This is an optimization exercise on Yosys and OpenROAD, whose aim is small area, not a production implementation.
The RTL was checked by simulation tests, not by an equivalence proof against the original design.
Power and IR drop assume default switching activity.

[design/flow/config.mk]
export PLATFORM = sky130hd
export DESIGN_NAME = rx_ppram
export DESIGN_NICKNAME = rx_ppram
export VERILOG_FILES = /design/flow/design.v
export SDC_FILE = /design/flow/constraint.sdc
export NUM_CORES = 4
export LEC_CHECK = 0
export CAP_MARGIN = 20
export CORE_MARGIN = 2
export CORE_UTILIZATION = 40
export SLEW_MARGIN = 20
[design/flow/constraint.sdc]
create_clock -name core_clock -period 8.0 [get_ports {clk}]
set_input_delay 1.6000 -clock core_clock [delete_from_list [all_inputs] [get_ports {clk}]]
set_output_delay 1.6000 -clock core_clock [all_outputs]
set_load 0.01 [all_outputs]
[design/flow/design.v]
module rx_ppram #(
    parameter int unsigned BUF_NUM = 2,
    parameter int unsigned ADDR_W  = 8
) (
    input  logic              clk,
    input  logic              reset,
    input  logic [7:0]        wr_byte,
    input  logic [ADDR_W-1:0] wr_addr,
    input  logic              wr_clk,
    input  logic [7:0]        wr_flags,
    input  logic              switch,
    input  logic              clr,
    input  logic [ADDR_W-1:0] rd_addr,
    output logic [7:0]        rd_byte,
    output logic [7:0]        rd_flags,
    output logic              rd_valid,
    input  logic              rd_done,
    output logic              rx_lost,
    output logic [7:0]        lost_cnt,
    output logic [3:0]        buf_free
);
    localparam int unsigned IDX_W    = (BUF_NUM > 1) ? $clog2(BUF_NUM) : 1;
    localparam int unsigned DEPTH    = 2 ** ADDR_W;
    localparam logic [IDX_W-1:0] LAST_IDX = IDX_W'(BUF_NUM - 1);
    logic [7:0] mem       [0:BUF_NUM*DEPTH-1];
    logic [7:0] flags_mem [0:BUF_NUM-1];
    logic [IDX_W-1:0] wr_idx_q, wr_idx_d;
    logic [IDX_W-1:0] rd_idx_q, rd_idx_d;
    logic [IDX_W-1:0] ready_cnt_q, ready_cnt_d;
    logic [IDX_W-1:0] cnt_rel;
    logic [7:0]       rd_byte_q;
    logic [7:0]       rd_flags_q, rd_flags_d;
    logic             rd_valid_q;
    logic             rx_lost_q;
    logic             rel_act;
    logic             commit_ok;
    logic             commit_lost;
    function automatic logic [IDX_W-1:0] idx_inc(input logic [IDX_W-1:0] idx);
        if (idx == LAST_IDX) idx_inc = {IDX_W{1'b0}};
        else                 idx_inc = idx + 1'b1;
    endfunction
    always_comb begin
        rel_act     = rd_done & rd_valid_q & ~clr;
        cnt_rel     = ready_cnt_q - IDX_W'(rel_act);
        commit_ok   = switch & ~clr & (cnt_rel < LAST_IDX);
        commit_lost = switch & ~clr & ~(cnt_rel < LAST_IDX);
        wr_idx_d    = wr_idx_q;
        rd_idx_d    = rd_idx_q;
        ready_cnt_d = ready_cnt_q;
        if (clr) begin
            wr_idx_d    = '0;
            rd_idx_d    = '0;
            ready_cnt_d = '0;
        end else begin
            if (commit_ok) wr_idx_d = idx_inc(wr_idx_q);
            if (rel_act)   rd_idx_d = idx_inc(rd_idx_q);
            unique case ({commit_ok, rel_act})
                2'b10:   ready_cnt_d = ready_cnt_q + 1'b1;
                2'b01:   ready_cnt_d = ready_cnt_q - 1'b1;
                default: ready_cnt_d = ready_cnt_q;
            endcase
        end
        rd_flags_d = flags_mem[rd_idx_d];
        if (clr) begin
            rd_flags_d = 8'h00;
        end else if (commit_ok && (rd_idx_d == wr_idx_q)) begin
            rd_flags_d = wr_flags;
        end
    end
    always_ff @(posedge clk or posedge reset) begin
        if (reset) begin
            wr_idx_q    <= '0;
            rd_idx_q    <= '0;
            ready_cnt_q <= '0;
            rd_flags_q  <= 8'h00;
            rd_valid_q  <= 1'b0;
            rx_lost_q   <= 1'b0;
        end else begin
            wr_idx_q    <= wr_idx_d;
            rd_idx_q    <= rd_idx_d;
            ready_cnt_q <= ready_cnt_d;
            rd_flags_q  <= rd_flags_d;
            rd_valid_q  <= (ready_cnt_d != '0);
            rx_lost_q   <= commit_lost;
        end
    end
    always_ff @(posedge clk) begin
        if (wr_clk)    mem[{wr_idx_q, wr_addr}] <= wr_byte;
        if (commit_ok) flags_mem[wr_idx_q]    <= wr_flags;
    end
    always_ff @(posedge clk or posedge reset) begin
        if (reset) begin
            rd_byte_q <= 8'h00;
        end else begin
            rd_byte_q <= mem[{rd_idx_q, rd_addr}];
        end
    end
    logic [7:0] lost_cnt_q;
    always_ff @(posedge clk or posedge reset) begin
        if (reset) begin
            lost_cnt_q <= 8'h00;
        end else if (clr) begin
            lost_cnt_q <= 8'h00;
        end else if (commit_lost && (lost_cnt_q != 8'hff)) begin
            lost_cnt_q <= lost_cnt_q + 8'd1;
        end
    end
    assign lost_cnt = lost_cnt_q;
    assign rd_byte  = rd_byte_q;
    assign rd_flags = rd_flags_q;
    assign rd_valid = rd_valid_q;
    assign rx_lost  = rx_lost_q;
    assign buf_free = 4'(BUF_NUM - 1) - 4'(ready_cnt_q);
endmodule
[design/flow/run.sh]
#!/bin/bash
# synth_recipe.tcl (not shown) runs the flow's synth.tcl, then flattens the netlist and writes it again
# the make line also repeats each setting of config.mk as NAME=value (left out here)
make -C /OpenROAD-flow-scripts/flow DESIGN_CONFIG=/design/flow/config.mk WORK_HOME=/design/flow/orfs CLKGATE_MAP_FILE= SYNTH_SCRIPT=/design/flow/synth_recipe.tcl finish
==> results.txt, run 1 <==
Clock network
TritonCTS built the clock tree. In this run the number of H-tree levels came out at 5. In this run, post-CTS repair resized a total of 0 instances. The post-CTS clock slew at the launch and capture registers of the worst setup and hold paths is 0.06 ns. The tree built by TritonCTS fans out to 4,140 sinks. The count of buffers added by post-CTS timing repair for setup is 0. In this run, CTS created clock tree buffers numbering 412. The cell at the root of the clock tree is clkbuf_16. The clock latency on the worst-skew pair is 0.97 ns. The worst-case clock buffer depth is 4. In this run, post-CTS hold repair placed 0 buffers.

STA
The routed design could run at a clock period as short as 5.622 ns. The setup skew after layout is 0.05758 ns. The slew at the pin with the worst max-slew slack is 1.310 ns. The relative slew slack is 0.1197.

The final setup violation count is 0. Setup repair after global routing left no endpoint under its margin. The setup TNS after final layout is 0 ns. The number of max-slew violations in the final report was 0. The number of hold violations in the final report is 0. The highest achievable clock rate is 177.9 MHz. The final period utilization is 0.7028.

Power
For this design the static power due to leakage is 56.50 nW. The power per standard cell area is 250.2 nW/µm². The total power is 0.04523 W. Across the VDD grid, the largest voltage drop is 0.1940 mV.

Floorplanning
The area of the core is 402,300 µm². During I/O placement, the number of pins put on the boundary was 68. The overall die area is 408,900 µm².

Row generation in the floorplan step produced 233 rows. The horizontal die dimension is 639.5 µm. The overall die height is 639.5 µm. For this configuration, the core starts out at a cell density of 0.4015.

Worst setup path
The class of the most critical setup path is in -> reg. The type of element capturing the critical path is a flip-flop. The critical path startpoint category is a primary input. The required time of the critical path is 8.89 ns. Of all nets on the critical path, the largest fanout is 20. Data on the critical path arrives at its endpoint at 6.51 ns.

Synthesis
The sequential-to-total area share from yosys stat is 0.7687. The synthesized netlist contains 56 unique library cells. A synthesized cell averages 19.91 µm². The flip-flop and latch count after synthesis is 4,140. The number of warning messages in the yosys log is 1. In the synthesized netlist the async set-or-reset flop fraction comes to 0.006763. The most used flip-flop cell after synthesis is edfxtp_1.

The mapped netlist covers 161,500 µm². Counting flops with a built-in enable in the synthesized netlist gives 4,112. Synthesis handed over a netlist of 8,115 instances.

GRT
The maximum number of pins on one net before global-route repair is 183. The global router's overall resource usage is 0.2006. The number of antenna violations at the first check in global routing was 23. The first global-routing pass estimated 596,600 µm of wire.

The number of global-route vias before repair is 81,340. Summed over all layers, the global routing overflow is 0.

Detailed routing
The via count is 81,620. The violation count after the first detailed-routing iteration is 10,270. For this run, the detailed router's first-pass iteration total came to 7. For this run, design rule violations remaining after detail routing come to 0. The routed wire length is 420,100 µm. In this run the remaining antenna-violating nets after routing total 0. In the final routed layout, each cell accounts on average for 30.34 µm.

In the routed layout, each cell is associated on average with a via count of 5.895.

Placed design
The number of buffers inserted by port buffering is 64. The congestion estimate from routability-driven global placement came to 0.9156. After legalization and detailed placement, the total HPWL measured 252,100 µm.

Worst hold path
In this run the worst hold path is classified as reg -> reg.

Outcome
The run finished with no timing, DRC or antenna violations.

Flow run
The count of max-cap constraint violations is 0.

Cells and area
Compared with the post-synthesis result, the final layout area differs by 11.91%. The final net count is 8,252. The share of cells above drive strength 1 is 0.1678.
cell usage in the layout, fill, tap and decap left out, drive strengths merged, types with 6 or more instances in the layout:
master         instances
nor2                 622
nand2                 84
edfxtp              4112
nand4                 38
a311oi                 8
a211oi                20
nor4                  15
o21ai                143
nor4b                  8
o221ai               367
clkinv               185
a21oi                200
clkdlybuf4s50         51
dfrtp                 28
nor2b                 17
a222oi                15
bufinv                41
nor3                  76
nor3b                  7
a2111oi               18
o22ai                198
o311ai                 7
nand2b                12
mux4                 654
clkbuf               499
nand3                 33
a22oi                 32
and3                  13
inv                   19
or3                    9
mux2i                808
buf                  156
diode                  8
xor2                   6
clkinvlp              12
through the flow:
step                cells  setup WS, ns  area (µm²)    util  hold WS (ns)
finish              13850         2.378      180800  0.4494        0.5868
global route        13840         2.483      180800  0.4493        0.6365
CTS                 13840         2.771      180700  0.4492        0.5892
detailed placement  13090         1.733      167500  0.4163        0.5773
global placement    13080         1.257      167400  0.4162        0.5591
floorplan            8117         4.447      161500       -        0.5748
per-layer routing:
layer / wire length (µm) / global-route usage / share of wire
met5: 73 / 0 / 0.00017
met3: 34360 / 0.03635 / 0.082
met1: 169900 / 0.2767 / 0.40
met2: 202600 / 0.3263 / 0.48
met4: 13050 / 0.05821 / 0.031
area by class of cell:
class | count | area (µm²)
diodes | 8 | 20.02
clock buffers | 499 | 10850
clock inverters | 252 | 2384
fillers | 33620 | 221500
inverters | 5 | 26.28
multi-input cells | 3447 | 34430
flip-flops and latches | 4140 | 124200
well taps | 5287 | 6615
repair buffers | 207 | 2282
state kept, by name (all words and copies together), names as in the netlist:
signal	cells
flags_mem	16
lost_cnt_q	8
mem	4096
rd_byte_q	8
rd_flags_q	8
rd_idx_q	1
rd_valid_q	1
rx_lost_q	1
wr_idx_q	1
worst paths after layout:
check	start	to	slack, ns	cells after the start
worst min register to register	lost_cnt_q[5]	lost_cnt_q[5]	0.59	2
min in group asynchronous	reset	rd_byte_q[6]	1.08	3
max in group asynchronous	reset	rd_flags_q[4]	6.52	3
worst max register to register	wr_idx_q	mem[391][2]	3.81	4
worst min-delay path	lost_cnt_q[5]	lost_cnt_q[5]	0.59	2
worst max-delay path	rd_addr[6]	rd_byte_q[5]	2.38	7
critical path, stage by stage:
cell and delay [ns]:
clkdlybuf4s50_1 1.08, or3b_1 0.91, nor3_2 0.32, a2111oi_1 1.00, o22ai_1 0.40, a2111oi_0 0.87, and3_1 0.28
cell usage after synthesis, drive strengths merged, types with 2 or more instances:
cell type	n	share of area
nor3b	7	0.00033
nand4	38	0.0015
nand3	33	0.0010
and3b	5	0.00027
a2111oi	18	0.0010
mux2i	808	0.050
or3	9	0.00035
nor4b	8	0.00043
nor3	76	0.0024
and2	5	0.00019
a31oi	3	0.00012
o21ai	143	0.0044
a22oi	32	0.0015
or4	2	0.000093
xnor2	2	0.00011
nor2	622	0.014
buf	273	0.014
dfrtp	28	0.0043
nor4	15	0.00058
edfxtp	4112	0.76
and3	13	0.00050
xor2	6	0.00033
a21oi	200	0.0062
mux4	654	0.091
a222oi	15	0.00093
a211oi	20	0.00093
nand3b	4	0.00019
o221ai	367	0.020
nand2b	12	0.00046
clkbuf	252	0.0059
inv	5	0.00012
o311ai	7	0.00038
a311oi	8	0.00043
nor2b	17	0.00066
o22ai	198	0.0077
or2	4	0.00015
nand2	84	0.0020
power breakdown:
group          total, W  internal, W  switching, W
combinational   0.00224     0.000687       0.00155
clock            0.0191       0.0110       0.00814
sequential       0.0239       0.0239     0.0000216
logic make-up (layout without fill, tap and decap cells):
kind of cell / Yosys count / after routing / share of synthesized area
flip-flops: 4140 / 4140 / 0.7687
multiplexers: 1463 / 1463 / 0.1413
AO/OA/AOI/OAI: 1015 / 1015 / 0.04417
AND/OR/NAND/NOR: 957 / 957 / 0.02563
buffers and inverters: 530 / 963 / 0.01962
XOR/XNOR: 8 / 8 / 0.0004338
adder cells (fa/ha/maj): 1 / 1 / 0.00007744
other: 1 / 11 / 0.00002321
==> inputs of run 2 (changes only) <==
--- a/design/flow/design.v
+++ b/design/flow/design.v
@@ -87,4 +87,21 @@
     always_ff @(posedge clk) begin
-        if (wr_clk)    mem[{wr_idx_q, wr_addr}] <= wr_byte;
+        if (wr_clk)    mem[{wr_idx_q, wr_addr}] <= ~wr_byte;
         if (commit_ok) flags_mem[wr_idx_q]    <= wr_flags;
+    end
+    logic [BUF_NUM*DEPTH-1:0] rd_sel_n;
+    logic [7:0]               rd_byte_d;
+    logic [63:0]              grp_n [0:7];
+    always_comb begin
+        for (int i = 0; i < BUF_NUM*DEPTH; i++)
+            rd_sel_n[i] = ({rd_idx_q, rd_addr} != (IDX_W+ADDR_W)'(i));
+    end
+    for (genvar b = 0; b < 8; b++) begin : g_bit
+        for (genvar g = 0; g < 64; g++) begin : g_grp
+            logic [7:0] dn;
+            for (genvar r = 0; r < 8; r++) begin : g_row
+                assign dn[r] = mem[g*8+r][b];
+            end
+            rxp_grp8 u_grp (.d_n(dn), .s_n(rd_sel_n[g*8 +: 8]), .hit_n(grp_n[b][g]));
+        end
+        assign rd_byte_d[b] = ~&grp_n[b];
     end
@@ -94,3 +111,3 @@
         end else begin
-            rd_byte_q <= mem[{rd_idx_q, rd_addr}];
+            rd_byte_q <= rd_byte_d;
         end
@@ -114 +131,8 @@
 endmodule
+module rxp_grp8 (
+    input  logic [7:0] d_n,
+    input  logic [7:0] s_n,
+    output logic       hit_n
+);
+    assign hit_n = &(d_n | s_n);
+endmodule
--- a/design/flow/config.mk
+++ b/design/flow/config.mk
@@ -9,3 +9,6 @@
 export CORE_MARGIN = 2
-export CORE_UTILIZATION = 40
+export CORE_UTILIZATION = 70
+export CTS_BUF_LIST = sky130_fd_sc_hd__clkbuf_2 sky130_fd_sc_hd__clkbuf_4 sky130_fd_sc_hd__clkbuf_8
+export PLACE_DENSITY = 0.8
 export SLEW_MARGIN = 20
+export SYNTH_HIERARCHICAL = 1
==> run 2 against run 1 <==
Net effect: still clean on timing, DRC and antenna; final cell count shrank 11%; sequential share of layout area grew 5.6 points; total power is 8.6% lower; combinational power is 59% lower; die area shrank 47%; clock skew rose by 0.018 ns; first-iteration DRC count up 55%; utilization grew 33 points; non-clock buffer count decreased by 13; worst setup slack improved by 0.18 ns; sequential cell count unchanged; maximum frequency up 3.3%; critical endpoint is now rd_byte_q[1]; largest cell class unchanged.
==> results.txt, run 2 <==
Outcome
Status: timing/DRC/antenna clean (unchanged).

Synthesis
The simple-gate area share of the yosys netlist is 0.08059 (was 0.02563). The post-synthesis compound-gate area fraction is 0.08672 (was 0.04417). The area share of fa/ha/maj cells after synthesis was 0.00008327 (was 0.00007746). The number of warning messages in the yosys log came to 8 (was 1). The area of the mapped netlist was 150,300 µm² (was 161,500 µm²). The share of Yosys cell area claimed by the top area cell type was 0.8218 (was 0.7644). The cell count after synthesis came to 8,292 (was 8,115). The post-synthesis xor/xnor area fraction was 0.0004663 (was 0.0004338).

The share of synthesized area spent on multiplexers is 0.0005995 (was 0.1413). The sequential-to-total area share from yosys stat is 0.8264 (was 0.7687). Main area contributors after synthesis: edfxtp_1 (82%), o22ai_1 (8.5%), nor4_2 (4.3%), nand2_1 (1.4%), nor2_1 (1.4%) (was edfxtp_1 (76%), mux4_2 (9.1%), mux2i_1 (5.0%), o221ai_1 (1.9%), nor2_1 (1.4%)). The mean post-synth cell area is 18.12 µm² (was 19.91 µm²).

The async set or reset register ratio after synthesis is 0.006763 (unchanged). The number of synthesized flops with an enable pin is 4,112 (unchanged). The biggest area consumer among synthesized cells was edfxtp_1 (unchanged). The flip-flop and latch count after synthesis is 4,140 (unchanged). The most frequently used flop master after synthesis is edfxtp_1 (unchanged). The cell with the most instances after synthesis is edfxtp_1 (unchanged). Commonest cells in the netlist: edfxtp_1 (4,112), o22ai_1 (2,048), nand2_1 (563) (was edfxtp_1 (4,112), mux2i_1 (808), mux4_2 (654)).

The main combinational cell family by area after synthesis is compound AO/OA/AOI/OAI gates (was multiplexers). The number of distinct library cells after synthesis is 48 (was 56).

Worst setup path
The critical path startpoint category is a primary input (unchanged). The type of element capturing the critical path was a flip-flop (unchanged). The critical path data arrival time is 6.40 ns (was 6.51 ns). The class of the most critical setup path was in -> reg (unchanged). The highest net fanout along the worst path is 16 (was 20). The worst reg-to-reg path cell count was 8 (was 4). The endpoint of the lowest-slack register-to-register path is rd_byte_q[2] (was mem[391][2]). The launching point of the worst reg2reg path is rd_idx_q (was wr_idx_q). The required time of the critical path is 8.96 ns (was 8.89 ns). The worst-case register-to-register setup slack is 3.48 ns (was 3.81 ns).

Clock network
The CTS buffer count is 631 (was 412). The post-CTS clock slew at the launch and capture registers of the worst setup and hold paths is 0.06 ns (about the same). The cell at the root of the clock tree is clkbuf_8 (was clkbuf_16). The clock tree from TritonCTS is yes (unchanged). The clock sink total is 4,140 (unchanged). The number of H-tree levels is 6 (was 5). The count of buffers added by post-CTS timing repair for setup is 0 (unchanged). The post-cts repair resize count is 0 (unchanged). The worst-case clock buffer depth was 4 (unchanged). The post-cts hold buffer count is 0 (unchanged).

The clock latency on the worst-skew pair is 1.14 ns (was 0.97 ns).

STA
The relative slew slack is 0.08357 (was 0.1197). The highest achievable clock rate is 183.8 MHz (was 177.9 MHz). The number of hold violations in the final report is 0 (unchanged). The worst hold margin was 0.5728 ns (was 0.5868 ns). The slew at the pin with the worst max-slew slack is 1.375 ns (was 1.310 ns). The number of max-slew violations in the final report came to 0 (unchanged).

The setup TNS after final layout is 0 ns (unchanged). The setup skew after layout is 0.07608 ns (was 0.05758 ns). The final critical-path required period is 5.441 ns (was 5.622 ns).

The final period utilization came to 0.6801 (was 0.7028). Unrepaired setup endpoints after global routing: false (unchanged). The final setup violation count is 0 (unchanged).

GRT
The number of global-route vias before repair is 86,560 (was 81,340). The number of antenna violations at the first check in global routing came to 21 (was 23). The aggregate global routing overflow is 0 (unchanged).

The first-pass GRT wire length is 585,200 µm (was 596,600 µm). The maximum number of pins on one net before global-route repair came to 173 (was 183). The global router's overall resource usage was 0.3755 (was 0.2006).

Detailed routing
The final antenna-violating net count is 0 (unchanged). The number of search-and-repair iterations in the first detailed-routing pass was 6 (was 7). The routed wire length is 412,400 µm (was 420,100 µm).

The via count was 90,040 (was 81,620). The final routed wire length divided by cell count is 33.63 µm (was 30.34 µm). The remaining design rule violation count is 0 (unchanged). The routed via count divided by cell count came to 7.341 (was 5.895). The violation count after the first detailed-routing iteration is 15,950 (was 10,270).

Cells and area
The most common cell after layout, fill and taps aside is edfxtp_1 (unchanged). The register name with the most flops is mem (unchanged). The final net count is 8,983 (was 8,252). The number of flip-flops in the largest register is 4,096 (unchanged). The layout filler cell count is 10,810 (was 33,620). The share of cells above drive strength 1 is 0.1750 (was 0.1678).

Registers with the most flip-flops: mem: 4096 flops, flags_mem: 16 flops (unchanged). The area of the multi-input gates is 25,850 µm² (was 34,430 µm²). Commonest non-fill, non-tap cells in the layout: edfxtp_1 (4,112), o22ai_1 (2,048), clkbuf_8 (655) (was edfxtp_1 (4,112), mux2i_1 (808), mux4_2 (654)). The total area of sequential cells is 124,200 µm² (unchanged).

The area overhead of the layout relative to synthesis is 11.32% (was 11.91%).

Floorplanning
The area of the core is 214,000 µm² (was 402,300 µm²). The horizontal die dimension is 467.3 µm (was 639.5 µm). The overall die height is 467.3 µm (was 639.5 µm). The overall die area came to 218,400 µm² (was 408,900 µm²). The number of placed I/O pins is 68 (unchanged).

The starting density of the core is 0.7022 (was 0.4015). The number of rows created at floorplan is 170 (was 233).

Worst hold path
The count of cells along the worst hold path came to 2 (unchanged). The class of the tightest hold or removal check is reg -> reg (unchanged). The endpoint of the worst hold path is lost_cnt_q[7] (was lost_cnt_q[5]). The worst min-delay path startpoint is lost_cnt_q[7] (was lost_cnt_q[5]).

Power
The sequential cell fraction of total power came to 0.579 (was 0.528). The worst voltage drop across the vdd grid was 0.2207 mV (was 0.1940 mV). The leakage power came to 51.40 nW (was 56.50 nW). The reported net switching power was 0.008635 W (was 0.009708 W). The internal power of the cells came to 0.03271 W (was 0.03552 W). The combinational group share of total power is 0.022 (was 0.049). The switching share of power is 0.2088 (was 0.2146). The clock network fraction of design power was 0.399 (was 0.422).

The power per standard cell area came to 247.2 nW/µm² (was 250.2 nW/µm²).

Placed design
The number of buffers inserted by port buffering is 64 (unchanged). The post-DP HPWL is 248,200 µm (was 252,100 µm). The global placement routability congestion is 0.9547 (was 0.9156).

Flow run
The count of max-cap constraint violations is 0 (unchanged).
run 2: changes by cell type in the layout (fill, tap and decap cells not counted), moves of 79 or more:
| cell | before | now |
|---|---|---|
| clkinv_1 | 104 | 183 |
| o221ai_1 | 355 | 0 |
| nor4_2 | 0 | 534 |
| mux4_2 | 654 | 0 |
| mux2i_1 | 808 | 9 |
| clkbuf_8 | 4 | 655 |
| clkbuf_16 | 420 | 0 |
| clkbuf_4 | 0 | 169 |
| o21ai_0 | 141 | 1 |
| nand2_1 | 72 | 551 |
| o22ai_1 | 198 | 2048 |
| a21oi_1 | 200 | 0 |
| nand4_1 | 38 | 139 |
run 2: cell type report:
type | count | share of cell area
clock buffer | 824 | 0.06148
clock inverter | 267 | 0.008550
inverter | 12 | 0.0004488
multi-input combinational | 3965 | 0.1545
antenna | 24 | 0.0003591
tap | 2838 | 0.02123
sequential | 4140 | 0.7424
timing repair buffer | 194 | 0.01100
run 2: kinds of logic (layout without fill, tap and decap cells):
family | Yosys count | count (layout)
simple gates | 1870 | 1870
mux | 9 | 9
other cells | 1 | 27
fa+ha+maj | 1 | 1
xor+xnor | 8 | 8
buf+inv | 189 | 1297
flops | 4140 | 4140
compound gates | 2074 | 2074
run 2: Yosys stat by module, one instance, submodules excluded:
module,area [µm²],cells inside,flip-flops and latches
rxp_grp8,37.54,5,0
rx_ppram,131000,5732,4140
run 2: power groups by stage:
stage	Clock (W)	Combinational (W)	Sequential (W)
6_report	0.0165	0.000918	0.0239
5_1_grt	0.0174	0.000925	0.0239
4_1_cts	0.0165	0.000886	0.0239
3_5_place_dp	0	0.000885	0.0244
3_3_place_gp	0	0.000848	0.0244
2_1_floorplan	0	0.000324	0.0245
run 2: layer usage:
metal	routed length (µm)	share of wire	vias to the layer above	track usage
met5	95	0.00023	-	0
met3	59220	0.14	1363	0.09508
met4	26570	0.064	12	0.2156
met1	136100	0.33	44300	0.5060
li1	-	-	36510	-
met2	190400	0.46	7857	0.5680
run 2: how the worst max path moves through the flow:
stage,start,endpoint,slack (ns)
2_1_floorplan,wr_byte[0],mem[0][0],1.95
3_3_place_gp,rd_addr[2],rd_byte_q[2],0.93
3_5_place_dp,rd_addr[0],rd_byte_q[0],1.67
4_1_cts,rd_addr[0],rd_byte_q[0],2.87
5_1_grt,rd_addr[1],rd_byte_q[1],2.64
6_report,rd_addr[0],rd_byte_q[1],2.56
run 2: through the flow:
step	util	cells	power, W	worst slack, ns	area, µm²
4_1_cts	0.7813	12240	0.04130	2.867	167200
3_5_place_dp	0.7265	11150	0.02525	1.670	155500
3_3_place_gp	0.7256	11140	0.02522	0.9260	155300
2_1_floorplan	-	8294	0.02481	1.949	150300
6_report	0.7817	12260	0.04135	2.559	167300
5_1_grt	0.7815	12250	0.04221	2.642	167200
run 2: critical path, cell delays in order:
cell and delay (ns):
clkdlybuf4s50_1 0.72, nand2b_1 0.40, nor3_2 0.16, buf_4 0.35, buf_4 0.42, nand2_1 0.32, o22ai_1 0.15, nor4_2 0.46
nand4_1 0.43, nor4_2 1.09, nand4_1 0.18
==> inputs of run 3 (changes only) <==
==> design/flow/flow/run.sh (new file) <==
#!/bin/bash
# Own layout flow: the standard synthesis, then area recovery on the synthesized netlist
# (downsize.tcl), then the standard layout with a clock tree built from mid-size buffers in
# larger clusters and without dummy loads. Each tool's output goes to a log file here.
set -euo pipefail
bash standard.sh synth > synth.log 2>&1
DS_DB=orfs/results/${FLOW_PLATFORM}/rx_ppram/base/1_synth.odb \
  openroad -no_init -exit -no_splash flow/downsize.tcl > downsize.log 2>&1
export CTS_ARGS="-sink_clustering_enable -repair_clock_nets -dont_use_dummy_load -sink_clustering_size 16 -sink_clustering_max_diameter 60 -buf_list sky130_fd_sc_hd__clkbuf_8"
bash standard.sh > layout.log 2>&1
==> design/flow/flow/downsize.tcl (new file) <==
# Area recovery after synthesis: give every combinational cell the smallest-area variant of
# its own function (same name apart from the drive-strength suffix, same pins). Registers are
# left as synthesis made them. Placement and the later repair steps re-buffer and upsize where
# slew, capacitance or timing need it.
set db_file $::env(DS_DB)
read_db $db_file
set db [ord::get_db]
set lib_masters {}
foreach lib [$db getLibs] {
  foreach m [$lib getMasters] { lappend lib_masters $m }
}
array set best {}
foreach m $lib_masters {
  set n [$m getName]
  if {![regexp {^(sky130_fd_sc_hd__[a-z0-9]+)_([0-9]+)$} $n -> base sz]} continue
  set a [expr {[$m getWidth] * [$m getHeight]}]
  if {![info exists best($base)] || $a < [lindex $best($base) 1]} {
    set best($base) [list $m $a]
  }
}
set skip {^sky130_fd_sc_hd__(df|edf|sdf|sedf|dl|sdl|conb|tap|fill|decap|diode|lpflow|probe|clk)}
set n_swapped 0
set block [[$db getChip] getBlock]
foreach inst [$block getInsts] {
  set m [$inst getMaster]
  set n [$m getName]
  if {[regexp $skip $n]} continue
  if {![regexp {^(sky130_fd_sc_hd__[a-z0-9]+)_([0-9]+)$} $n -> base sz]} continue
  if {![info exists best($base)]} continue
  set bm [lindex $best($base) 0]
  if {[$bm getName] eq $n} continue
  if {[expr {[$bm getWidth] * [$bm getHeight]}] >= [expr {[$m getWidth] * [$m getHeight]}]} continue
  if {[$inst swapMaster $bm]} { incr n_swapped }
}
puts "downsize: swapped $n_swapped instances"
write_db $db_file
==> design/flow/standard.sh (new file) <==
#!/bin/bash
# synth_recipe.tcl (not shown) runs the flow's synth.tcl, then flattens the netlist and writes it again
# the make line also repeats each setting of config.mk as NAME=value (left out here)
make -C /OpenROAD-flow-scripts/flow DESIGN_CONFIG=/design/flow/config.mk WORK_HOME=/design/flow/orfs CLKGATE_MAP_FILE= SYNTH_SCRIPT=/design/flow/synth_recipe.tcl "${@:-finish}"
--- a/design/flow/config.mk
+++ b/design/flow/config.mk
@@ -10,3 +10,2 @@
 export CORE_UTILIZATION = 70
-export CTS_BUF_LIST = sky130_fd_sc_hd__clkbuf_2 sky130_fd_sc_hd__clkbuf_4 sky130_fd_sc_hd__clkbuf_8
 export PLACE_DENSITY = 0.8
removed: design/flow/run.sh
==> run 3 against run 2 <==
Net effect: largest cell class unchanged; sequential cell count unchanged; maximum frequency decreased by 5.6%; sequential power about the same; utilization decreased by 3.3 points; clock-buffer cell count decreased by 512; total power decreased by 17%; wire length decreased by 2.3%; global-route usage increased by 0.088 points; non-clock buffer count increased by 19.
==> results.txt, run 3 <==
STA
The setup skew after layout is 0.09914 ns (was 0.07608 ns). The highest achievable clock rate is 173.6 MHz (was 183.8 MHz). The final setup violation count is 0 (unchanged).

The final period utilization is 0.7201 (was 0.6801). The slew at the pin with the worst max-slew slack is 1.256 ns (was 1.375 ns). The setup TNS after final layout came to 0 ns (unchanged). Unrepaired setup endpoints after global routing: false (unchanged). The relative slew slack is 0.1627 (was 0.08357). The number of hold violations in the final report was 0 (unchanged). The final worst setup slack is 2.240 ns (was 2.559 ns). The final critical-path required period is 5.760 ns (was 5.441 ns). The number of max-slew violations in the final report is 0 (unchanged).

Detailed routing
The remaining design rule violation count is 0 (unchanged). The violation count after the first detailed-routing iteration is 16,160 (was 15,950). The final routed wire length divided by cell count is 35.14 µm (was 33.63 µm). The via count is 87,590 (was 90,040).

The routed via count divided by cell count is 7.637 (was 7.341). The routed wire length came to 403,100 µm (was 412,400 µm). The number of search-and-repair iterations in the first detailed-routing pass came to 9 (was 6). The final antenna-violating net count is 0 (unchanged).

Placed design
The global placement routability congestion is 0.9505 (was 0.9547). The post-DP HPWL is 246,100 µm (was 248,200 µm). The cell area after placement was 152,200 µm² (was 155,500 µm²).

The post-placement worst setup slack is 1.584 ns (was 1.670 ns). The count of placed standard cells including taps came to 11,140 (was 11,150). The number of buffers inserted by port buffering is 64 (unchanged).

Floorplanning
The area of the core is 209,200 µm² (was 214,000 µm²). The starting density of the core came to 0.7027 (was 0.7022). The horizontal die dimension is 462.2 µm (was 467.3 µm). The number of rows created at floorplan is 168 (was 170). The overall die height came to 462.2 µm (was 467.3 µm).

The number of placed I/O pins came to 68 (unchanged). The overall die area came to 213,600 µm² (was 218,400 µm²).

Clock network
The post-cts repair resize count came to 0 (unchanged). The post-cts hold buffer count is 0 (unchanged). The clock latency on the worst-skew pair is 1.10 ns (was 1.14 ns). The clock sink total is 4,140 (unchanged).

The CTS buffer count is 312 (was 631). The worst-case clock buffer depth is 4 (unchanged). The clock tree from TritonCTS is yes (unchanged). The number of H-tree levels came to 5 (was 6). The post-CTS clock slew at the launch and capture registers of the worst setup and hold paths is 0.09 ns (was 0.06 ns).

The count of buffers added by post-CTS timing repair for setup was 0 (unchanged). The cell at the root of the clock tree is clkbuf_8 (unchanged).

Worst setup path
The worst reg-to-reg path cell count is 10 (was 8). The highest net fanout along the worst path is 18 (was 16). The worst-case register-to-register setup slack is 3.40 ns (was 3.48 ns).

The type of element capturing the critical path is a flip-flop (unchanged). The endpoint of the lowest-slack register-to-register path was rd_byte_q[5] (was rd_byte_q[2]). The critical path startpoint category was a primary input (unchanged). The required time of the critical path is 8.96 ns (about the same). The class of the most critical setup path is in -> reg (unchanged).

The critical path data arrival time is 6.72 ns (was 6.40 ns). The launching point of the worst reg2reg path is rd_idx_q (unchanged).

Synthesis
The number of warning messages in the yosys log came to 8 (unchanged). The mean post-synth cell area came to 17.72 µm² (was 18.12 µm²). The cell count after synthesis is 8,292 (unchanged). The area of the mapped netlist is 147,000 µm² (was 150,300 µm²).

Cells and area
The final instance area came to 156,500 µm² (was 167,300 µm²). The register name with the most flops is mem (unchanged). The number of flip-flops in the largest register is 4,096 (unchanged).

The utilization of the core after routing came to 0.7483 (was 0.7817). The area overhead of the layout relative to synthesis is 6.493% (was 11.32%). The most common cell after layout, fill and taps aside was edfxtp_1 (unchanged). Registers with the most flip-flops: mem: 4096 flops, flags_mem: 16 flops (unchanged). The final net count is 8,683 (was 8,983). Commonest non-fill, non-tap cells in the layout: edfxtp_1 (4,112), o22ai_1 (2,048), nor2_1 (554) (was edfxtp_1 (4,112), o22ai_1 (2,048), clkbuf_8 (655)).

The count of placed standard cells in the final layout, fillers left out is 11,470 (was 12,260). The share of cells above drive strength 1 is 0.06121 (was 0.1750).

GRT
The first-pass GRT wire length was 567,800 µm (was 585,200 µm). The number of antenna violations at the first check in global routing is 23 (was 21). The global router's overall resource usage is 0.3764 (was 0.3755). The maximum number of pins on one net before global-route repair came to 197 (was 173). The number of global-route vias before repair is 82,280 (was 86,560). The aggregate global routing overflow is 0 (unchanged).

Worst hold path
The count of cells along the worst hold path is 2 (unchanged). The worst min-delay path startpoint was lost_cnt_q[7] (unchanged). The endpoint of the worst hold path was lost_cnt_q[7] (unchanged). The class of the tightest hold or removal check is reg -> reg (unchanged).

Power
The power per standard cell area is 220.5 nW/µm² (was 247.2 nW/µm²). The worst voltage drop across the vdd grid is 0.2326 mV (was 0.2207 mV). The leakage power is 46.72 nW (was 51.40 nW).

Outcome
Status: timing/DRC/antenna clean (unchanged).

Flow run
The count of max-cap constraint violations came to 0 (unchanged).
## run 3: area by class of cell
class	count	area, µm²
timing repair buffer	213	1946
clock buffer	312	4294
fill	11410	52640
multi-input combinational	3965	22450
inverter	12	75.07
tap	2805	3510
sequential	4140	124200
antenna	22	55.05
## run 3: how the worst max path moves through the flow
stage               startpoint           end  slack [ns]  cells after the start
global placement    rd_addr[0]  rd_byte_q[7]        0.44                     11
detailed placement  rd_addr[1]  rd_byte_q[5]        1.58                     12
floorplan           wr_byte[0]     mem[0][0]        1.95                      1
CTS                 rd_addr[3]  rd_byte_q[2]        2.77                     11
global route        rd_addr[1]  rd_byte_q[5]        2.39                     12
finish              rd_addr[2]  rd_byte_q[5]        2.24                     12
## run 3: through the flow
step	power, W	hold WS [ns]
3_5_place_dp	0.02528	0.5701
4_1_cts	0.03441	0.5920
2_1_floorplan	0.02479	0.5806
3_3_place_gp	0.02525	0.5626
5_1_grt	0.03515	0.6306
6_report	0.03450	0.5955
## run 3: where the power goes
| part | switching [W] | internal (W) |
|---|---|---|
| clock network | 0.00617 | 0.00351 |
| registers | 0.0000622 | 0.0238 |
| logic | 0.000773 | 0.000144 |
| total | 0.00700 | 0.0275 |
## run 3: worst max-delay path, cell delays in order
cell             delay (ns)
clkdlybuf4s50_1        0.80
nand2_1                0.50
nor3_2                 0.10
buf_4                  0.26
buf_4                  0.42
nand2_1                0.37
o22ai_1                0.22
nor4_1                 0.68
nand4_1                0.43
nor4_1                 0.95
buf_4                  0.24
nand4_1                0.12
## run 3: per-layer routing
| metal | vias to the layer above | part of all wire | GRT usage |
|---|---|---|---|
| li1 | 35410 | - | - |
| met1 | 42780 | 0.33 | 0.5184 |
| met2 | 7957 | 0.45 | 0.5563 |
| met3 | 1422 | 0.15 | 0.09708 |
| met4 | 20 | 0.067 | 0.2183 |
| met5 | - | 0.00031 | 0 |
==> inputs of run 4 (changes only) <==
--- a/design/flow/design.v
+++ b/design/flow/design.v
@@ -87,21 +87,25 @@
     always_ff @(posedge clk) begin
-        if (wr_clk)    mem[{wr_idx_q, wr_addr}] <= ~wr_byte;
+        if (wr_clk)    mem[{wr_idx_q, wr_addr}] <= wr_byte;
         if (commit_ok) flags_mem[wr_idx_q]    <= wr_flags;
     end
-    logic [BUF_NUM*DEPTH-1:0] rd_sel_n;
-    logic [7:0]               rd_byte_d;
-    logic [63:0]              grp_n [0:7];
+    localparam int unsigned ROWS = BUF_NUM * DEPTH;
+    localparam int unsigned NGRP = (ROWS + 2) / 3;
+    logic [ROWS-1:0] rd_sel;
+    logic [7:0]      rd_byte_d;
     always_comb begin
-        for (int i = 0; i < BUF_NUM*DEPTH; i++)
-            rd_sel_n[i] = ({rd_idx_q, rd_addr} != (IDX_W+ADDR_W)'(i));
+        for (int i = 0; i < ROWS; i++)
+            rd_sel[i] = ({rd_idx_q, rd_addr} == (IDX_W+ADDR_W)'(i));
     end
     for (genvar b = 0; b < 8; b++) begin : g_bit
-        for (genvar g = 0; g < 64; g++) begin : g_grp
-            logic [7:0] dn;
-            for (genvar r = 0; r < 8; r++) begin : g_row
-                assign dn[r] = mem[g*8+r][b];
+        logic [NGRP-1:0] grp_n;
+        for (genvar g = 0; g < NGRP; g++) begin : g_grp
+            if (3*g + 3 <= ROWS) begin : g_full
+                rxp_aoi3 u_aoi (.d({mem[3*g+2][b], mem[3*g+1][b], mem[3*g][b]}),
+                                .s(rd_sel[3*g +: 3]), .y_n(grp_n[g]));
+            end else begin : g_tail
+                rxp_aoi2 u_aoi (.d({mem[3*g+1][b], mem[3*g][b]}), .s(rd_sel[3*g +: 2]),
+                                .y_n(grp_n[g]));
             end
-            rxp_grp8 u_grp (.d_n(dn), .s_n(rd_sel_n[g*8 +: 8]), .hit_n(grp_n[b][g]));
         end
-        assign rd_byte_d[b] = ~&grp_n[b];
+        assign rd_byte_d[b] = ~&grp_n;
     end
@@ -131,8 +135,15 @@
 endmodule
-module rxp_grp8 (
-    input  logic [7:0] d_n,
-    input  logic [7:0] s_n,
-    output logic       hit_n
+module rxp_aoi3 (
+    input  logic [2:0] d,
+    input  logic [2:0] s,
+    output logic       y_n
 );
-    assign hit_n = &(d_n | s_n);
+    assign y_n = ~|(d & s);
 endmodule
+module rxp_aoi2 (
+    input  logic [1:0] d,
+    input  logic [1:0] s,
+    output logic       y_n
+);
+    assign y_n = ~|(d & s);
+endmodule
==> run 4 against run 3 <==
Net effect: the layout now fails its checks (slew limit); sequential power about the same; synthesized area fell by 0.31%; via count is 2.4% lower; worst setup slack got worse by 0.40 ns; clock skew increased by 0.0031 ns; largest cell class unchanged; highest routed layer unchanged.
==> results.txt, run 4 <==
Outcome
Status: failed layout checks (was timing/DRC/antenna clean). The run did not pass the layout checks because of slew limit.

GRT
The number of global-route vias before repair is 81,040 (was 82,280). The first-pass GRT wire length is 566,900 µm (was 567,800 µm). The global router's overall resource usage was 0.3754 (was 0.3764). The aggregate global routing overflow is 0 (unchanged). The maximum number of pins on one net before global-route repair is 208 (was 197). The number of antenna violations at the first check in global routing came to 32 (was 23).

Worst setup path
The worst reg-to-reg path cell count is 9 (was 10). The critical path data arrival time is 7.12 ns (was 6.72 ns). The total buffers and inverters traversed by the critical path is 4 (unchanged). The number of gates on the worst path with buffers counted is 12 (unchanged).

The launching point of the worst reg2reg path was rd_idx_q (unchanged). The required time of the critical path came to 8.97 ns (was 8.96 ns). The startpoint of the worst setup timing path is rd_addr[3] (was rd_addr[2]). The highest net fanout along the worst path was 24 (was 18). The kind of cell adding the most delay to the critical path is simple AND/OR/NAND/NOR gates (unchanged).

The class of the most critical setup path is in -> reg (unchanged). The highest-delay cell along the critical path is nor4_1 (unchanged). The worst-case register-to-register setup slack is 2.76 ns (was 3.40 ns). The maximum cell stage delay along the critical path is 0.86 ns (was 0.95 ns). The critical path startpoint category is a primary input (unchanged).

The endpoint of the worst setup timing path is rd_byte_q[7] (was rd_byte_q[5]). CP cell instances: clkdlybuf4s50_1 > nor2_1 > nand3_4 > buf_4 > buf_4 > nor2_1 > a222oi_1 > nand4_1 > nor4_1 > nand4_1 > buf_4 > or3_1 (was clkdlybuf4s50_1 > nand2_1 > nor3_2 > buf_4 > buf_4 > nand2_1 > o22ai_1 > nor4_1 > nand4_1 > nor4_1 > buf_4 > nand4_1). The endpoint of the lowest-slack register-to-register path is rd_byte_q[7] (was rd_byte_q[5]). The type of element capturing the critical path is a flip-flop (unchanged). The critical path's most frequent cell was buf_4 (unchanged).

STA
The final period utilization is 0.7697 (was 0.7201). The slew at the pin with the worst max-slew slack was 1.545 ns (was 1.256 ns). The highest achievable clock rate is 162.4 MHz (was 173.6 MHz). The final critical-path required period is 6.158 ns (was 5.760 ns). The relative slew slack is -0.03004 (was 0.1627). The number of max-slew violations in the final report was 50 (was 0). The number of hold violations in the final report came to 0 (unchanged). The final setup violation count is 0 (unchanged).

The worst hold margin is 0.6105 ns (was 0.5955 ns). The setup skew after layout is 0.1023 ns (was 0.09914 ns). The setup TNS after final layout is 0 ns (unchanged). Unrepaired setup endpoints after global routing: false (unchanged).

Cells and area
The final instance area is 155,900 µm² (was 156,500 µm²). The number of flip-flops in the largest register is 4,096 (unchanged). The share of cells above drive strength 1 is 0.06308 (was 0.06121).

The area overhead of the layout relative to synthesis is 6.373% (was 6.493%). Commonest non-fill, non-tap cells in the layout: edfxtp_1 (4,112), a222oi_1 (1,360), nor2_1 (1,041) (was edfxtp_1 (4,112), o22ai_1 (2,048), nor2_1 (554)). The most common cell after layout, fill and taps aside is edfxtp_1 (unchanged). Registers with the most flip-flops: mem: 4096 flops, flags_mem: 16 flops (unchanged). The register name with the most flops is mem (unchanged). The utilization of the core after routing is 0.7512 (was 0.7483). The layout filler cell count is 10,790 (was 11,410). The final net count is 7,761 (was 8,683).

Floorplanning
The overall die height was 461.5 µm (was 462.2 µm). The horizontal die dimension came to 461.5 µm (was 462.2 µm). The starting density of the core is 0.7062 (was 0.7027). The area of the core is 207,500 µm² (was 209,200 µm²). The number of rows created at floorplan is 167 (was 168).

The overall die area was 213,000 µm² (was 213,600 µm²). The number of placed I/O pins came to 68 (unchanged).

Detailed routing
The routed via count divided by cell count was 8.107 (was 7.637). The final routed wire length divided by cell count is 38.05 µm (was 35.14 µm). The via count is 85,500 (was 87,590). The routed wire length was 401,300 µm (was 403,100 µm). The violation count after the first detailed-routing iteration is 23,920 (was 16,160). The remaining design rule violation count is 0 (unchanged).

The number of search-and-repair iterations in the first detailed-routing pass is 17 (was 9). The final antenna-violating net count was 0 (unchanged).

Placed design
The cell area after placement came to 151,500 µm² (was 152,200 µm²). The post-DP HPWL is 241,800 µm (was 246,100 µm). The number of buffers inserted by port buffering is 64 (unchanged). The global placement routability congestion is 0.9598 (was 0.9505).

Power
The leakage power is 45.94 nW (was 46.72 nW). The worst voltage drop across the vdd grid is 0.2131 mV (was 0.2326 mV). The power per standard cell area is 220.8 nW/µm² (was 220.5 nW/µm²).

Clock network
The clock sink total was 4,140 (unchanged). The cell at the root of the clock tree was clkbuf_8 (unchanged). The CTS buffer count is 312 (unchanged). The number of H-tree levels came to 5 (unchanged).

The count of buffers added by post-CTS timing repair for setup is 0 (unchanged). The post-CTS clock slew at the launch and capture registers of the worst setup and hold paths came to 0.09 ns (about the same). The clock tree from TritonCTS is yes (unchanged). The clock latency on the worst-skew pair is 1.09 ns (was 1.10 ns). The post-cts hold buffer count is 0 (unchanged).

The worst-case clock buffer depth was 4 (unchanged). The post-cts repair resize count is 0 (unchanged).

Synthesis
The mean post-synth cell area was 19.78 µm² (was 17.72 µm²). The async set or reset register ratio after synthesis is 0.006763. The number of synthesized flops with an enable pin is 4,112. The area of the mapped netlist came to 146,500 µm² (was 147,000 µm²). The most frequently used flop master after synthesis is edfxtp_1. In the post-synthesis netlist, the cell with the most instances is edfxtp_1. By count the netlist is led by edfxtp_1 (4,112), a222oi_1 (1,360), nor2_1 (1,041). The cell count after synthesis is 7,406 (was 8,292). The flip-flop and latch count after synthesis is 4,140. For this run, the register share of the synthesized area comes to 0.8463. Yosys reports a chip area of 146,700 µm².

Yosys mapped the design onto 44 distinct sky130hd cell types. The number of warning messages in the yosys log was 7 (was 8). The biggest area consumer among synthesized cells is edfxtp_1.

The share of Yosys cell area claimed by the top area cell type is 0.8415. In the post-synthesis netlist, the biggest area contributors are edfxtp_1 (84%), a222oi_1 (9.3%), nor2_1 (2.7%), nand4_1 (1.5%), dfrtp_1 (0.48%).

Worst hold path
The class of the tightest hold or removal check was reg -> reg (unchanged).

Flow run
The count of max-cap constraint violations is 0 (unchanged).
-- run 4: cell types whose count changed in the layout (fill, tap and decap cells not counted), sizes merged, moves of 9 or more --
cell    before   now
nor4       545    80
mux2i        9    18
buf        149   123
nor2       569  1041
o22ai     2048     0
a222oi       0  1360
nand2      563    95
diode       22    38
nand4      139   355
or4          0    10
nand3        6    28
or3          1    11
-- run 4: report_power, final --
group / switching (W) / leakage, nW / total, W / internal [W]
Clock: 0.00614 / 2.24 / 0.00966 / 0.00351
Sequential: 0.0000272 / 37.3 / 0.0239 / 0.0238
Combinational: 0.000755 / 6.39 / 0.000890 / 0.000135
Total: 0.00692 / 45.9 / 0.0344 / 0.0275
-- run 4: modules after synthesis (local to each module, per instance) --
module / cells / flops+latches / cell area (µm²)
rx_ppram: 6038 / 4140 / 133000
rxp_aoi2: 1 / 0 / 12.51
rxp_aoi3: 1 / 0 / 10.01
-- run 4: how the worst min path moves through the flow --
stage	startpoint	end	slack, ns	depth (start not counted)
2_1_floorplan	flags_mem[0][0]	rd_flags_q[0]	0.58	2
3_3_place_gp	lost_cnt_q[7]	lost_cnt_q[7]	0.58	2
3_5_place_dp	lost_cnt_q[6]	lost_cnt_q[6]	0.58	2
4_1_cts	lost_cnt_q[6]	lost_cnt_q[6]	0.61	2
5_1_grt	lost_cnt_q[6]	lost_cnt_q[6]	0.64	2
6_report	lost_cnt_q[6]	lost_cnt_q[6]	0.61	2
-- run 4: kinds of logic (layout without fill, tap and decap cells) --
group	after synthesis	count (layout)	synth area share
buf+inv	182	494	0.005278
simple gates	1672	1672	0.05209
fa+ha+maj	1	1	0.00008526
xor+xnor	3	3	0.0001791
compound gates	1389	1389	0.09470
other cells	1	41	0.00002556
flops	4140	4140	0.8463
mux	18	18	0.001313
-- run 4: through the flow --
| step | power, W | std cells | setup WS, ns |
|---|---|---|---|
| 3_5_place_dp | 0.02522 | 10200 | 1.181 |
| 2_1_floorplan | 0.02451 | 7408 | 4.216 |
| 5_1_grt | 0.03503 | 10520 | 2.121 |
| 6_report | 0.03442 | 10550 | 1.842 |
| 3_3_place_gp | 0.02519 | 10190 | 0.7844 |
| 4_1_cts | 0.03434 | 10510 | 2.330 |
-- run 4: worst min-delay path: cells and delay by family, from the launching register on --
kind | cells | cell delay (ns)
xor gates and xnor gates | 1 | 0.09
DFF | 1 | 0.42
and+or+nand+nor | 1 | 0.07
-- run 4: layout make-up --
class | instances | area [µm²] | share of cell area
repair buffers | 179 | 1732 | 0.01111
diodes | 38 | 95.09 | 0.0006101
flip-flops and latches | 4140 | 124200 | 0.7968
well taps | 2788 | 3488 | 0.02238
multi-input cells | 3086 | 22060 | 0.1415
inverters | 3 | 11.26 | 0.00007225
clock buffers | 312 | 4294 | 0.02755
-- run 4: layer usage --
metal,GRT usage,wire [µm],vias to the layer above
met5,0,121,-
met4,0.2179,25420,18
met3,0.09867,65560,1292
met2,0.5533,181400,9016
met1,0.5174,128800,41670
li1,-,-,33500
==> inputs of run 5 (changes only) <==
--- a/design/flow/flow/run.sh
+++ b/design/flow/flow/run.sh
@@ -3,3 +3,4 @@
 # (downsize.tcl), then the standard layout with a clock tree built from mid-size buffers in
-# larger clusters and without dummy loads. Each tool's output goes to a log file here.
+# larger clusters and without dummy loads, and the smallest buffer on each port.
+# Each tool's output goes to a log file here.
 set -euo pipefail
@@ -9,2 +10,3 @@
 export CTS_ARGS="-sink_clustering_enable -repair_clock_nets -dont_use_dummy_load -sink_clustering_size 16 -sink_clustering_max_diameter 60 -buf_list sky130_fd_sc_hd__clkbuf_8"
+export BUFFER_PORTS_ARGS="-buffer_cell sky130_fd_sc_hd__buf_1"
 bash standard.sh > layout.log 2>&1
--- a/design/flow/config.mk
+++ b/design/flow/config.mk
@@ -11,3 +11,3 @@
 export PLACE_DENSITY = 0.8
-export SLEW_MARGIN = 20
+export SLEW_MARGIN = 40
 export SYNTH_HIERARCHICAL = 1
==> run 5 against run 4 <==
Net effect: now clean on timing, DRC and antenna; die area unchanged; total power hardly changed; worst setup slack better by 0.42 ns; sequential power is essentially flat; via count rose by 0.83%; wire length rose by 0.82%; cell area grew 0.17%; utilization grew 0.13 points; first-iteration DRC count rose by 2.4%; non-clock buffer count is 7 higher; largest power group unchanged; highest routed layer unchanged.
==> results.txt, run 5 <==
Clock network
The cell at the root of the clock tree is clkbuf_8 (unchanged). The post-CTS clock slew at the launch and capture registers of the worst setup and hold paths is 0.09 ns (about the same). The clock sink total is 4,140 (unchanged). The clock tree from TritonCTS is yes (unchanged). The post-cts repair resize count came to 0 (unchanged). The count of buffers added by post-CTS timing repair for setup is 0 (unchanged). The CTS buffer count is 311 (was 312). The post-cts hold buffer count is 0 (unchanged). The number of H-tree levels is 5 (unchanged). The worst-case clock buffer depth is 4 (unchanged). The clock latency on the worst-skew pair is 1.11 ns (was 1.09 ns).

Cells and area
The number of flip-flops in the largest register is 4,096 (unchanged). The most common cell after layout, fill and taps aside was edfxtp_1 (unchanged). The final net count came to 7,767 (was 7,761). Commonest non-fill, non-tap cells in the layout: edfxtp_1 (4,112), a222oi_1 (1,360), nor2_1 (1,024) (was edfxtp_1 (4,112), a222oi_1 (1,360), nor2_1 (1,041)). The utilization of the core after routing is 0.7525 (was 0.7512). The share of cells above drive strength 1 came to 0.07429 (was 0.06308). The register name with the most flops is mem (unchanged). The area overhead of the layout relative to synthesis was 6.559% (was 6.373%). Registers with the most flip-flops: mem: 4096 flops, flags_mem: 16 flops (unchanged).

STA
The final worst setup slack came to 2.267 ns (was 1.842 ns). The slew at the pin with the worst max-slew slack is 1.079 ns (was 1.545 ns). Unrepaired setup endpoints after global routing: false (unchanged). The highest achievable clock rate is 174.4 MHz (was 162.4 MHz). The setup TNS after final layout came to 0 ns (unchanged). The setup skew after layout was 0.1081 ns (was 0.1023 ns). The number of max-slew violations in the final report came to 0 (was 50). The number of hold violations in the final report is 0 (unchanged). The relative slew slack is 0.2804 (was -0.03004). The final critical-path required period is 5.733 ns (was 6.158 ns). The final setup violation count is 0 (unchanged).

The worst hold margin is 0.3921 ns (was 0.6105 ns). The final period utilization came to 0.7166 (was 0.7697).

Power
The internal power of the cells was 0.02747 W (was 0.02749 W). The worst voltage drop across the vdd grid is 0.2115 mV (was 0.2131 mV). The leakage power was 45.98 nW (was 45.94 nW). The sequential cell fraction of total power is 0.693 (was 0.694).

The clock network fraction of design power is 0.281 (about the same). The combinational group share of total power is 0.026 (about the same). The power per standard cell area is 220.5 nW/µm² (was 220.8 nW/µm²). The reported net switching power is 0.006967 W (was 0.006925 W). The switching share of power is 0.2023 (was 0.2012).

GRT
The maximum number of pins on one net before global-route repair is 199 (was 208). The aggregate global routing overflow was 0 (unchanged). The number of global-route vias before repair was 80,810 (was 81,040).

The number of antenna violations at the first check in global routing was 22 (was 32). The first-pass GRT wire length came to 568,800 µm (was 566,900 µm). The global router's overall resource usage is 0.3775 (was 0.3754).

Synthesis
The number of distinct library cells after synthesis is 44 (unchanged). The flip-flop and latch count after synthesis is 4,140 (unchanged). Main area contributors after synthesis: edfxtp_1 (84%), a222oi_1 (9.3%), nor2_1 (2.7%), nand4_1 (1.5%), dfrtp_1 (0.48%) (unchanged). The number of synthesized flops with an enable pin came to 4,112 (unchanged). The biggest area consumer among synthesized cells is edfxtp_1 (unchanged). The area reported by Yosys stat is 146,700 µm² (unchanged). Commonest cells in the netlist: edfxtp_1 (4,112), a222oi_1 (1,360), nor2_1 (1,041) (unchanged). The number of warning messages in the yosys log is 7 (unchanged).

The sequential-to-total area share from yosys stat is 0.8463 (unchanged). The mean post-synth cell area came to 19.78 µm² (unchanged). The area of the mapped netlist is 146,500 µm² (unchanged). The cell with the most instances after synthesis is edfxtp_1 (unchanged). The async set or reset register ratio after synthesis is 0.006763 (unchanged). The cell count after synthesis is 7,406 (unchanged). The share of Yosys cell area claimed by the top area cell type is 0.8415 (unchanged). The most frequently used flop master after synthesis was edfxtp_1 (unchanged).

Worst setup path
The type of element capturing the critical path is a flip-flop (unchanged). The required time of the critical path is 8.99 ns (was 8.97 ns). The critical path startpoint category is a primary input (unchanged). The critical path data arrival time was 6.73 ns (was 7.12 ns). The class of the most critical setup path is in -> reg (unchanged).

The highest net fanout along the worst path is 25 (was 24).

Detailed routing
The violation count after the first detailed-routing iteration came to 24,480 (was 23,920). The routed via count divided by cell count was 8.183 (was 8.107). The final routed wire length divided by cell count is 38.41 µm (was 38.05 µm).

The via count is 86,210 (was 85,500). The number of search-and-repair iterations in the first detailed-routing pass was 15 (was 17). The routed wire length came to 404,600 µm (was 401,300 µm). The final antenna-violating net count is 0 (unchanged). The remaining design rule violation count is 0 (unchanged).

Flow run
The count of max-cap constraint violations is 0 (unchanged).

Floorplanning
The starting density of the core is 0.7062 (unchanged). The overall die area is 213,000 µm² (unchanged). The area of the core is 207,500 µm² (unchanged). The overall die height is 461.5 µm (unchanged). The number of rows created at floorplan is 167 (unchanged). The horizontal die dimension is 461.5 µm (unchanged).

The number of placed I/O pins is 68 (unchanged).

Placed design
The global placement routability congestion is 0.9526 (was 0.9598). The post-DP HPWL is 243,200 µm (was 241,800 µm). The number of buffers inserted by port buffering is 64 (unchanged). The post-placement worst setup slack came to 1.341 ns (was 1.181 ns).

Worst hold path
The class of the tightest hold or removal check is in -> async (was reg -> reg).

Outcome
Status: timing/DRC/antenna clean (was failed layout checks).
## run 5: cell types whose count changed in the layout (fill, tap and decap cells not counted), sizes merged
| cell | previous run | this run |
|---|---|---|
| clkbuf | 312 | 318 |
| diode | 38 | 21 |
| clkdlybuf4s50 | 56 | 0 |
| buf | 123 | 179 |
## run 5: final cells by class
| class | instances | area [µm²] |
|---|---|---|
| Multi-Input combinational cell | 3086 | 22400 |
| Fill cell | 10780 | 51360 |
| Clock buffer | 311 | 4280 |
| Tap cell | 2788 | 3488 |
| Sequential cell | 4140 | 124200 |
| Inverter | 3 | 11.26 |
| Timing Repair Buffer | 186 | 1714 |
| Antenna cell | 21 | 52.55 |
## run 5: power by group through the flow
stage / registers (W) / logic, W / clock network [W]
2_1_floorplan: 0.0244 / 0.000153 / 0
3_3_place_gp: 0.0244 / 0.000787 / 0
3_5_place_dp: 0.0244 / 0.000834 / 0
4_1_cts: 0.0239 / 0.000831 / 0.00961
5_1_grt: 0.0239 / 0.000892 / 0.0103
6_report: 0.0239 / 0.000885 / 0.00967
## run 5: kinds of logic after synthesis
group                      Yosys count  synth area share
and+or+nand+nor                   1672           0.05209
DFF                               4140            0.8463
buffers and inverters              182          0.005278
adders and majority gates            1        0.00008526
AOI/OAI and AO/OA                 1389           0.09470
muxes                               18          0.001313
other                                1        0.00002556
xor gates and xnor gates             3         0.0001791
## run 5: worst paths after layout
kind                                    start             to  slack [ns]  depth (start not counted)
worst max-delay path               rd_addr[0]   rd_byte_q[2]        2.27                         10
worst min-delay path                    reset  lost_cnt_q[7]        0.39                          2
worst max register to register       rd_idx_q   rd_byte_q[3]        2.90                          8
worst min register to register  lost_cnt_q[5]  lost_cnt_q[5]        0.60                          2
max in group asynchronous               reset   rd_byte_q[3]        6.82                          3
min in group core_clock         lost_cnt_q[5]  lost_cnt_q[5]        0.60                          2
## run 5: worst max-delay path, stage by stage
cell and delay [ns]:
buf_1 0.54, nor2b_1 0.37, nand2_4 0.75, buf_4 0.39, nor2_1 0.19, a222oi_1 0.52
nand4_1 0.26, nor4_2 0.88, nand4_1 0.60, or3_1 0.53
## run 5: modules after synthesis, one instance, submodules excluded
module | times used | area, µm² | cells inside
rxp_aoi2 | 8 | 12.51 | 1
rxp_aoi3 | 1360 | 10.01 | 1
rx_ppram | 1 | 133000 | 6038
## run 5: per-layer routing
metal / wire (µm) / global-route usage / up-vias
li1: - / - / 33510
met4: 26290 / 0.2192 / 12
met5: 76 / 0 / -
met3: 67240 / 0.09645 / 1424
met1: 129500 / 0.5252 / 41820
met2: 181500 / 0.5534 / 9440
## run 5: through the flow
stage                     instances  total power [W]  area [µm²]
after floorplan                7408          0.02451      146500
after global placement        10180          0.02516      150900
after detailed placement      10190          0.02520      151400
after CTS                     10500          0.03431      155700
after global routing          10530          0.03506      156100
final                         10540          0.03443      156100
==> inputs of run 6 (changes only) <==
--- a/design/flow/design.v
+++ b/design/flow/design.v
@@ -90,22 +90,31 @@
     end
-    localparam int unsigned ROWS = BUF_NUM * DEPTH;
-    localparam int unsigned NGRP = (ROWS + 2) / 3;
-    logic [ROWS-1:0] rd_sel;
+    localparam int unsigned LO_W  = 3;
+    localparam int unsigned NLO   = 2 ** LO_W;
+    localparam int unsigned NHI   = BUF_NUM * DEPTH / NLO;
+    localparam int unsigned NGRP  = (NHI + 2) / 3;
+    logic [NHI-1:0]  rd_sel;
     logic [7:0]      rd_byte_d;
     always_comb begin
-        for (int i = 0; i < ROWS; i++)
-            rd_sel[i] = ({rd_idx_q, rd_addr} == (IDX_W+ADDR_W)'(i));
+        for (int h = 0; h < NHI; h++)
+            rd_sel[h] = ({rd_idx_q, rd_addr[ADDR_W-1:LO_W]} == (IDX_W+ADDR_W-LO_W)'(h));
     end
     for (genvar b = 0; b < 8; b++) begin : g_bit
-        logic [NGRP-1:0] grp_n;
-        for (genvar g = 0; g < NGRP; g++) begin : g_grp
-            if (3*g + 3 <= ROWS) begin : g_full
-                rxp_aoi3 u_aoi (.d({mem[3*g+2][b], mem[3*g+1][b], mem[3*g][b]}),
-                                .s(rd_sel[3*g +: 3]), .y_n(grp_n[g]));
-            end else begin : g_tail
-                rxp_aoi2 u_aoi (.d({mem[3*g+1][b], mem[3*g][b]}), .s(rd_sel[3*g +: 2]),
-                                .y_n(grp_n[g]));
+        logic [NLO-1:0] lo_val;
+        for (genvar j = 0; j < NLO; j++) begin : g_lo
+            logic [NGRP-1:0] grp_n;
+            for (genvar g = 0; g < NGRP; g++) begin : g_grp
+                if (3*g + 3 <= NHI) begin : g_full
+                    rxp_aoi3 u_aoi (.d({mem[(3*g+2)*NLO+j][b], mem[(3*g+1)*NLO+j][b],
+                                        mem[(3*g)*NLO+j][b]}),
+                                    .s(rd_sel[3*g +: 3]), .y_n(grp_n[g]));
+                end else if (3*g + 2 == NHI) begin : g_pair
+                    rxp_aoi2 u_aoi (.d({mem[(3*g+1)*NLO+j][b], mem[(3*g)*NLO+j][b]}),
+                                    .s(rd_sel[3*g +: 2]), .y_n(grp_n[g]));
+                end else begin : g_one
+                    assign grp_n[g] = ~(mem[(3*g)*NLO+j][b] & rd_sel[3*g]);
+                end
             end
+            assign lo_val[j] = ~&grp_n;
         end
-        assign rd_byte_d[b] = ~&grp_n;
+        assign rd_byte_d[b] = lo_val[rd_addr[LO_W-1:0]];
     end
==> run 6 against run 5 <==
Net effect: non-clock buffer count rose by 101; clock-buffer cell count up 1; synthesized area is 1.2% lower; highest routed layer unchanged; worst setup slack gained 0.24 ns; maximum frequency is 4.5% higher; wire length fell by 1.8%; critical path type unchanged; cell area hardly changed; largest power group unchanged; sequential cell count is the same; critical path depth grew 1; clock power hardly changed.
==> results.txt, run 6 <==
Worst setup path
The critical path startpoint category is a primary input (unchanged). The required time of the critical path is 8.95 ns (was 8.99 ns). The launching point of the worst reg2reg path is rd_idx_q (unchanged). The startpoint of the worst setup timing path is rd_addr[7] (was rd_addr[0]).

The critical path data arrival time is 6.44 ns (was 6.73 ns). The highest net fanout along the worst path came to 48 (was 25).

Detailed routing
The via count is 82,010 (was 86,210). The violation count after the first detailed-routing iteration is 20,830 (was 24,480).

Synthesis
Main area contributors after synthesis: edfxtp_1 (85%), a222oi_1 (9.3%), nor2_1 (1.6%), nand4_1 (1.3%), dfrtp_1 (0.48%) (was edfxtp_1 (84%), a222oi_1 (9.3%), nor2_1 (2.7%), nand4_1 (1.5%), dfrtp_1 (0.48%)). Commonest cells in the netlist: edfxtp_1 (4,112), a222oi_1 (1,344), nor2_1 (612) (was edfxtp_1 (4,112), a222oi_1 (1,360), nor2_1 (1,041)). The flip-flop and latch count after synthesis came to 4,140 (unchanged).

The share of Yosys cell area claimed by the top area cell type is 0.8527 (was 0.8415). The number of distinct library cells after synthesis came to 41 (was 44). The area of the mapped netlist was 144,700 µm² (was 146,500 µm²). The sequential-to-total area share from yosys stat was 0.8575 (was 0.8463). The mean post-synth cell area came to 21.01 µm² (was 19.78 µm²). The biggest area consumer among synthesized cells is edfxtp_1 (unchanged).

The async set or reset register ratio after synthesis is 0.006763 (unchanged).

Outcome
Status: timing/DRC/antenna clean (unchanged).

GRT
The maximum number of pins on one net before global-route repair is 217 (was 199). The number of antenna violations at the first check in global routing is 22 (unchanged). The global router's overall resource usage is 0.3741 (was 0.3775). The first-pass GRT wire length came to 557,000 µm (was 568,800 µm). The aggregate global routing overflow is 0 (unchanged).

STA
The slew at the pin with the worst max-slew slack is 1.073 ns (was 1.079 ns). The setup TNS after final layout was 0 ns (unchanged). The number of hold violations in the final report was 0 (unchanged). The final period utilization is 0.6860 (was 0.7166). The highest achievable clock rate is 182.2 MHz (was 174.4 MHz).

The setup skew after layout is 0.07136 ns (was 0.1081 ns). The number of max-slew violations in the final report is 0 (unchanged).

Floorplanning
The overall die height came to 458.7 µm (was 461.5 µm). The number of placed I/O pins is 68 (unchanged).

Power
The worst voltage drop across the vdd grid is 0.2404 mV (was 0.2115 mV). The leakage power is 45.91 nW (was 45.98 nW).

Placed design
The number of buffers inserted by port buffering is 64 (unchanged).

Cells and area
The utilization of the core after routing was 0.7610 (was 0.7525). The final net count was 7,421 (was 7,767). The share of cells above drive strength 1 came to 0.09892 (was 0.07429). The area overhead of the layout relative to synthesis is 7.770% (was 6.559%). The number of flip-flops in the largest register is 4,096 (unchanged). The most common cell after layout, fill and taps aside is edfxtp_1 (unchanged).

Clock network
The clock sink total is 4,140 (unchanged). The CTS buffer count came to 312 (was 311). The cell at the root of the clock tree is clkbuf_8 (unchanged).

The post-cts hold buffer count is 0 (unchanged). The post-CTS clock slew at the launch and capture registers of the worst setup and hold paths came to 0.09 ns (about the same).

Worst hold path
The class of the tightest hold or removal check is in -> async (unchanged).

Flow run
The count of max-cap constraint violations was 0 (unchanged).
==> run 6: changes by cell type after synthesis, sizes merged, moves of 32 or more <==
cell    delta
and4      +49
nor4      -32
nand4     -65
nor2     -429
buf       -33
clkbuf    -34
==> run 6: worst paths after layout <==
| path | end | slack, ns | depth (start not counted) |
|---|---|---|---|
| worst max-delay path | rd_byte_q[3] | 2.51 | 11 |
| worst min-delay path | rd_byte_q[2] | 0.57 | 3 |
| worst max register to register | rd_byte_q[1] | 2.78 | 12 |
| worst min register to register | lost_cnt_q[6] | 0.59 | 2 |
| max in group asynchronous | rd_byte_q[5] | 7.05 | 3 |
| min in group core_clock | lost_cnt_q[6] | 0.59 | 2 |
==> run 6: routing by layer <==
layer	vias to the layer above	wire, µm	GRT usage
met5	-	122	0
met4	14	27880	0.2208
met3	1224	67280	0.1061
met2	8272	178300	0.5485
met1	40190	123700	0.5111
li1	32310	-	-
==> run 6: kinds of logic after synthesis <==
group	count (synthesis)	share of synthesized area
multiplexers	9	0.0006221
buffers and inverters	114	0.003301
XOR/XNOR	6	0.0003629
AND/OR/NAND/NOR	1187	0.04072
flip-flops	4140	0.8575
other	1	0.00002590
AO/OA/AOI/OAI	1433	0.09736
adder cells (fa/ha/maj)	1	0.00008639
==> run 6: where the power goes <==
part	internal (W)	switching (W)	total, W	leakage (nW)
clock network	0.00351	0.00614	0.00966	2.24
logic	0.000236	0.000941	0.00118	6.35
registers	0.0238	0.0000227	0.0239	37.3
total	0.0276	0.00711	0.0347	45.9
==> run 6: layout make-up <==
class,instances,area [µm²]
sequential,4140,124200
inverter,2,7.507
multi-input combinational,2639,21250
timing repair buffer,287,2875
fill,10300,49000
tap,2688,3363
antenna,12,30.03
clock buffer,312,4294
==> run 6: critical path: stages <==
cell,delay (ns)
buf_1,0.36
nand2b_2,0.67
nor2_4,0.27
buf_4,0.44
a222oi_1,0.49
nand4_1,0.55
nor4_4,0.79
nand4_1,0.36
o221ai_1,0.29
o22ai_1,0.20
or3_1,0.35
==> run 6: through the flow <==
step	setup slack [ns]	power (W)	hold slack, ns
2_1_floorplan	2.757	0.02466	0.5747
3_3_place_gp	1.523	0.02539	0.5589
3_5_place_dp	1.594	0.02546	0.5623
4_1_cts	2.725	0.03455	0.5174
5_1_grt	2.511	0.03533	0.6142
6_report	2.512	0.03469	0.5727
==> run 6: Yosys stat by module (local to each module, per instance) <==
module / cells / area (µm²) / flops+latches
rx_ppram: 5547 / 131400 / 4140
rxp_aoi3: 1 / 10.01 / 0

-- afterwards: timing with drivers on the ports --
No port has a modelled driver above. Below, the same layouts with a new extraction and two added sets of constraints. Step 1 sets driving cells, clkbuf_16 on the clock port and buf_2 on the other inputs (assumed; they add their load-dependent delay and slew). Step 2 times the ports against the registers' clock, not the clock port: input delays grow and output delays shrink by t, the midpoint of the rising clock arrivals with the driver on. a / b / c = ideal / step 1 / step 2; a / b = the first two.
| run | shift t [ns] | setup WS [ns] |
|---|---|---|
| run 1 | 1.040 | 2.378 / 2.401 / 1.361 |
| run 2 | 1.195 | 2.559 / 2.623 / 1.428 |
| run 3 | 1.166 | 2.240 / 2.311 / 1.145 |
| run 4 | 1.158 | 1.842 / 1.900 / 0.742 |
| run 5 | 1.160 | 2.267 / 2.330 / 1.170 |
| run 6 | 1.187 | 2.512 / 2.553 / 1.367 |
